Source: an optimization exercise on an open RTL-to-GDS flow (aim: small area, a short achievable clock period and few clock cycles per item). Production flows keep margins and buffers that such runs may drop.
At most, simulation tests tie the RTL to the original design; equivalence was not proved.
No activity file was given, so power comes from the tool's default toggle rates.

==> flow/design.v <==
`default_nettype none
package ssmt_pkg;
  localparam int unsigned OP_W           = 2;
  localparam int unsigned VALUE_W        = 16;
  localparam int unsigned COUNT_W        = 5;
  localparam int unsigned DEF_CAPACITY   = 16;
  localparam int unsigned DEF_ELEM_WIDTH = 16;
  typedef enum logic [OP_W-1:0] {
    OP_INSERT = 2'd0,
    OP_DELETE = 2'd1,
    OP_QUERY  = 2'd2,
    OP_CLEAR  = 2'd3
  } ssmt_op_e;
  typedef struct packed {
    logic ins_en;
    logic del_en;
  } ssmt_ctl_t;
endpackage
`default_nettype wire
`default_nettype none
module ssmt_cell #(
  parameter int unsigned ELEM_WIDTH = ssmt_pkg::DEF_ELEM_WIDTH
) (
  input  wire logic                   clk_i,
  input  wire logic                   we_i,      
  input  wire logic [ELEM_WIDTH-1:0]  wdata_i,   
  input  wire logic [ELEM_WIDTH-1:0]  cmp_i,     
  output logic                        match_o    
);
  logic [ELEM_WIDTH-1:0] entry_q;
  assign match_o = (entry_q == cmp_i);
  always_ff @(posedge clk_i) begin
    if (we_i) begin
      entry_q <= wdata_i;
    end
  end
endmodule
`default_nettype wire
`default_nettype none
module small_set_membership_table #(
  parameter int unsigned CAPACITY   = ssmt_pkg::DEF_CAPACITY,
  parameter int unsigned ELEM_WIDTH = ssmt_pkg::DEF_ELEM_WIDTH
) (
  input  wire logic                          clk_i,
  input  wire logic                          rst_ni,
  input  wire logic                          start_i,
  output logic                               busy_o,
  input  wire logic [ssmt_pkg::OP_W-1:0]     op_i,
  input  wire logic [ssmt_pkg::VALUE_W-1:0]  value_i,
  output logic                               valid_o,
  output logic                               was_member_o,
  output logic [ssmt_pkg::COUNT_W-1:0]       count_o,
  output logic                               empty_res_o,
  output logic                               full_res_o,
  output logic                               rejected_o
);
  localparam int unsigned CNT_W = $clog2(CAPACITY + 1);
  logic                      x_vld_q;
  logic [ssmt_pkg::OP_W-1:0] x_op_q;
  logic [ELEM_WIDTH-1:0]     x_val_q;
  logic                      y_vld_q;
  logic [ssmt_pkg::OP_W-1:0] y_op_q;
  logic [ELEM_WIDTH-1:0]     y_val_q;
  logic [CAPACITY-1:0]       y_raw_q;        
  logic [CAPACITY-1:0]       y_wslot_q;      
  logic                      y_weq_q;        
  logic                      y_same_q;       
  logic                      u_vld_q;
  logic [ssmt_pkg::OP_W-1:0] u_op_q;
  logic [ELEM_WIDTH-1:0]     u_val_q;
  logic [CAPACITY-1:0]       u_match_q, u_match_d;
  logic                      u_pre_q;        
  logic                      u_same_q;       
  logic                      u_post_q;       
  logic [CAPACITY-1:0]     valid_q, valid_d;
  logic [CNT_W-1:0]        count_q, count_d;
  logic                    full_q;           
  logic [CAPACITY-1:0]     free_q, free_d;   
  logic [CAPACITY-1:0]     raw_match;
  logic                    valid_res_q;
  logic                    was_q, empty_q, full_res_q, rej_q;
  logic [ssmt_pkg::COUNT_W-1:0] cnt_res_q;
  assign busy_o = 1'b0;
  function automatic logic [CAPACITY-1:0] lowest_free(input logic [CAPACITY-1:0] used);
    logic seen;
    seen = 1'b0;
    for (int i = 0; i < CAPACITY; i++) begin
      lowest_free[i] = !used[i] && !seen;
      seen           = seen || !used[i];
    end
  endfunction
  always_ff @(posedge clk_i or negedge rst_ni) begin
    if (!rst_ni) begin
      x_vld_q <= 1'b0;
    end else begin
      x_vld_q <= start_i;
    end
  end
  always_ff @(posedge clk_i) begin
    x_op_q  <= op_i;
    x_val_q <= ELEM_WIDTH'(value_i);
  end
  for (genvar i = 0; i < CAPACITY; i++) begin : g_cell
    ssmt_cell #(
      .ELEM_WIDTH(ELEM_WIDTH)
    ) u_cell (
      .clk_i  (clk_i),
      .we_i   (free_q[i]),
      .wdata_i(u_val_q),
      .cmp_i  (x_val_q),
      .match_o(raw_match[i])
    );
  end
  always_ff @(posedge clk_i or negedge rst_ni) begin
    if (!rst_ni) begin
      y_vld_q <= 1'b0;
    end else begin
      y_vld_q <= x_vld_q;
    end
  end
  always_ff @(posedge clk_i) begin
    y_op_q    <= x_op_q;
    y_val_q   <= x_val_q;
    y_raw_q   <= raw_match;
    y_wslot_q <= free_q;
    y_weq_q   <= x_val_q == u_val_q;
    y_same_q  <= (x_val_q == y_val_q) && y_vld_q;
  end
  logic [CAPACITY-1:0] y_match;    
  assign y_match   = (y_wslot_q & {CAPACITY{y_weq_q}}) | (~y_wslot_q & y_raw_q);
  assign u_match_d = (free_q & {CAPACITY{y_same_q}}) | (~free_q & y_match);
  always_ff @(posedge clk_i or negedge rst_ni) begin
    if (!rst_ni) begin
      u_vld_q <= 1'b0;
    end else begin
      u_vld_q <= y_vld_q;
    end
  end
  always_ff @(posedge clk_i) begin
    u_op_q    <= y_op_q;
    u_val_q   <= y_val_q;
    u_match_q <= u_match_d;
    u_pre_q   <= |(y_match & valid_q) && !(u_vld_q && (u_op_q == ssmt_pkg::OP_CLEAR));
    u_same_q  <= y_same_q;
  end
  logic [CAPACITY-1:0] hit;
  logic                member;
  logic                is_ins, is_del, is_qry, is_clr;
  logic                rej_d;
  logic                ins_ok;
  logic                del_ok;
  logic                post_d;
  assign is_ins   = u_vld_q && (u_op_q == ssmt_pkg::OP_INSERT);
  assign is_del   = u_vld_q && (u_op_q == ssmt_pkg::OP_DELETE);
  assign is_qry   = u_vld_q && (u_op_q == ssmt_pkg::OP_QUERY);
  assign is_clr   = u_vld_q && (u_op_q == ssmt_pkg::OP_CLEAR);
  assign hit      = u_match_q & valid_q;
  assign member   = u_same_q ? u_post_q : u_pre_q;
  assign ins_ok   = is_ins && !full_q && !member;
  assign del_ok   = is_del && member;
  assign rej_d    = is_ins && full_q && !member;
  assign post_d   = (is_ins && !(full_q && !member)) || (is_qry && member);
  logic [CNT_W-1:0]    cnt_inc, cnt_dec;
  logic [CAPACITY-1:0] free_ins, free_del;
  logic                empty_d, full_d;
  assign cnt_inc  = count_q + CNT_W'(1);
  assign cnt_dec  = count_q - CNT_W'(1);
  assign free_ins = lowest_free(valid_q | free_q);
  assign free_del = lowest_free(valid_q & ~hit);
  always_comb begin
    valid_d = valid_q;
    count_d = count_q;
    free_d  = free_q;
    empty_d = count_q == '0;
    full_d  = full_q;
    if (is_clr) begin
      valid_d = '0;
      count_d = '0;
      free_d  = CAPACITY'(1);
      empty_d = 1'b1;
      full_d  = 1'b0;
    end else if (ins_ok) begin
      valid_d = valid_q | free_q;
      count_d = cnt_inc;
      free_d  = free_ins;
      empty_d = 1'b0;
      full_d  = count_q == CNT_W'(CAPACITY - 1);
    end else if (del_ok) begin
      valid_d = valid_q & ~hit;
      count_d = cnt_dec;
      free_d  = free_del;
      empty_d = count_q == CNT_W'(1);
      full_d  = 1'b0;
    end
  end
  always_ff @(posedge clk_i or negedge rst_ni) begin
    if (!rst_ni) begin
      valid_q     <= '0;
      count_q     <= '0;
      full_q      <= 1'b0;
      free_q      <= CAPACITY'(1);
      valid_res_q <= 1'b0;
    end else begin
      valid_q     <= valid_d;
      count_q     <= count_d;
      full_q      <= full_d;
      free_q      <= free_d;
      valid_res_q <= u_vld_q;
    end
  end
  always_ff @(posedge clk_i) begin
    u_post_q <= post_d;
  end
  always_ff @(posedge clk_i) begin
    was_q      <= member;
    cnt_res_q  <= ssmt_pkg::COUNT_W'(count_d);
    empty_q    <= empty_d;
    full_res_q <= full_d;
    rej_q      <= rej_d;
  end
  assign valid_o      = valid_res_q;
  assign was_member_o = was_q;
  assign count_o      = cnt_res_q;
  assign empty_res_o  = empty_q;
  assign full_res_o   = full_res_q;
  assign rejected_o   = rej_q;
endmodule
`default_nettype wire
Settings: LEC_CHECK=0, CAP_MARGIN=20, CORE_MARGIN=2, CORE_UTILIZATION=40, CTS_CLUSTER_DIAMETER=100, CTS_CLUSTER_SIZE=24, SETUP_SLACK_MARGIN=2.15, SLEW_MARGIN=20; clock period 4.0 ns.
run.sh (not shown) runs the stock make flow with config.mk's settings and CLKGATE_MAP_FILE= SYNTH_SCRIPT=/design/flow/synth_recipe.tcl, a recipe that flattens the netlist after the stock synthesis.
Edit:
--- a/flow/design.v
+++ b/flow/design.v
@@ -71,8 +71,9 @@
   logic [CAPACITY-1:0]       u_match_q, u_match_d;
   logic                      u_pre_q;        
   logic                      u_same_q;       
   logic                      u_post_q;       
+  logic                    init_q;
   logic [CAPACITY-1:0]     valid_q, valid_d;
   logic [CNT_W-1:0]        count_q, count_d;
   logic                    full_q;           
   logic [CAPACITY-1:0]     free_q, free_d;   
@@ -146,15 +147,17 @@
   logic [CAPACITY-1:0] hit;
   logic                member;
   logic                is_ins, is_del, is_qry, is_clr;
   logic                rej_d;
+  logic                empty_set;
   logic                ins_ok;
   logic                del_ok;
   logic                post_d;
   assign is_ins   = u_vld_q && (u_op_q == ssmt_pkg::OP_INSERT);
   assign is_del   = u_vld_q && (u_op_q == ssmt_pkg::OP_DELETE);
   assign is_qry   = u_vld_q && (u_op_q == ssmt_pkg::OP_QUERY);
   assign is_clr   = u_vld_q && (u_op_q == ssmt_pkg::OP_CLEAR);
+  assign empty_set = is_clr || !init_q;
   assign hit      = u_match_q & valid_q;
   assign member   = u_same_q ? u_post_q : u_pre_q;
   assign ins_ok   = is_ins && !full_q && !member;
   assign del_ok   = is_del && member;
@@ -172,9 +175,9 @@
     count_d = count_q;
     free_d  = free_q;
     empty_d = count_q == '0;
     full_d  = full_q;
-    if (is_clr) begin
+    if (empty_set) begin
       valid_d = '0;
       count_d = '0;
       free_d  = CAPACITY'(1);
       empty_d = 1'b1;
@@ -194,20 +197,20 @@
     end
   end
   always_ff @(posedge clk_i or negedge rst_ni) begin
     if (!rst_ni) begin
-      valid_q     <= '0;
-      count_q     <= '0;
-      full_q      <= 1'b0;
-      free_q      <= CAPACITY'(1);
+      init_q      <= 1'b0;
       valid_res_q <= 1'b0;
     end else begin
-      valid_q     <= valid_d;
-      count_q     <= count_d;
-      full_q      <= full_d;
-      free_q      <= free_d;
+      init_q      <= 1'b1;
       valid_res_q <= u_vld_q;
     end
+  end
+  always_ff @(posedge clk_i) begin
+    valid_q <= valid_d;
+    count_q <= count_d;
+    full_q  <= full_d;
+    free_q  <= free_d;
   end
   always_ff @(posedge clk_i) begin
     u_post_q <= post_d;
   end
Synthesized cell count rose by 1.3%.
Sequential share of layout area fell by 1.3 points.
Worst setup slack gets better by 5.0 ps.
Total power fell by 3.3%.
Core utilization rose by 0.98 points.
Cell count rose by 1.7%.
Wire length rose by 4.1%.
Global-route usage rose by 0.94 points.
Maximum frequency stays flat.
Clock skew rose by 6.9 ps.
Cell area barely changes.
Die area fell by 1.7%.
Testbench counts after the change, summed over its fixed seeds: cycles 32,032, items 32,000.
Function not checked in the first run of this note: the RTL went through the layout flow alone.

## what the ideal ports hide
In the flow no input, the clock included, has a driving cell. The finished layouts below were timed again as built, in two steps. Step 1 sets driving cells, clkbuf_16 on the clock port and buf_2 on the other inputs (assumed; they add their load-dependent delay and slew). Step 2 adds t to the input delays and takes it off the output delays; t is the mean of the earliest and latest rising clock arrival at the registers after step 1. Input paths then give back, and output paths get back, about the clock's delay inside the block. Three values: no drivers, after step 1, after step 2; two values: the first two.
run | t, ns | setup WS [ns] | worst hold slack (ns) | worst setup path at the end | worst slew at a driven data input, ns
the first run | 0.574 | 2.159 / 2.127 / 2.159 | 0.254 / 0.224 / 0.333 | register to register | 0.04
the second run | 0.575 | 2.164 / 2.110 / 2.211 | 0.335 / 0.335 / 0.335 | register to register | 0.05
After both steps every run listed still meets setup and hold.
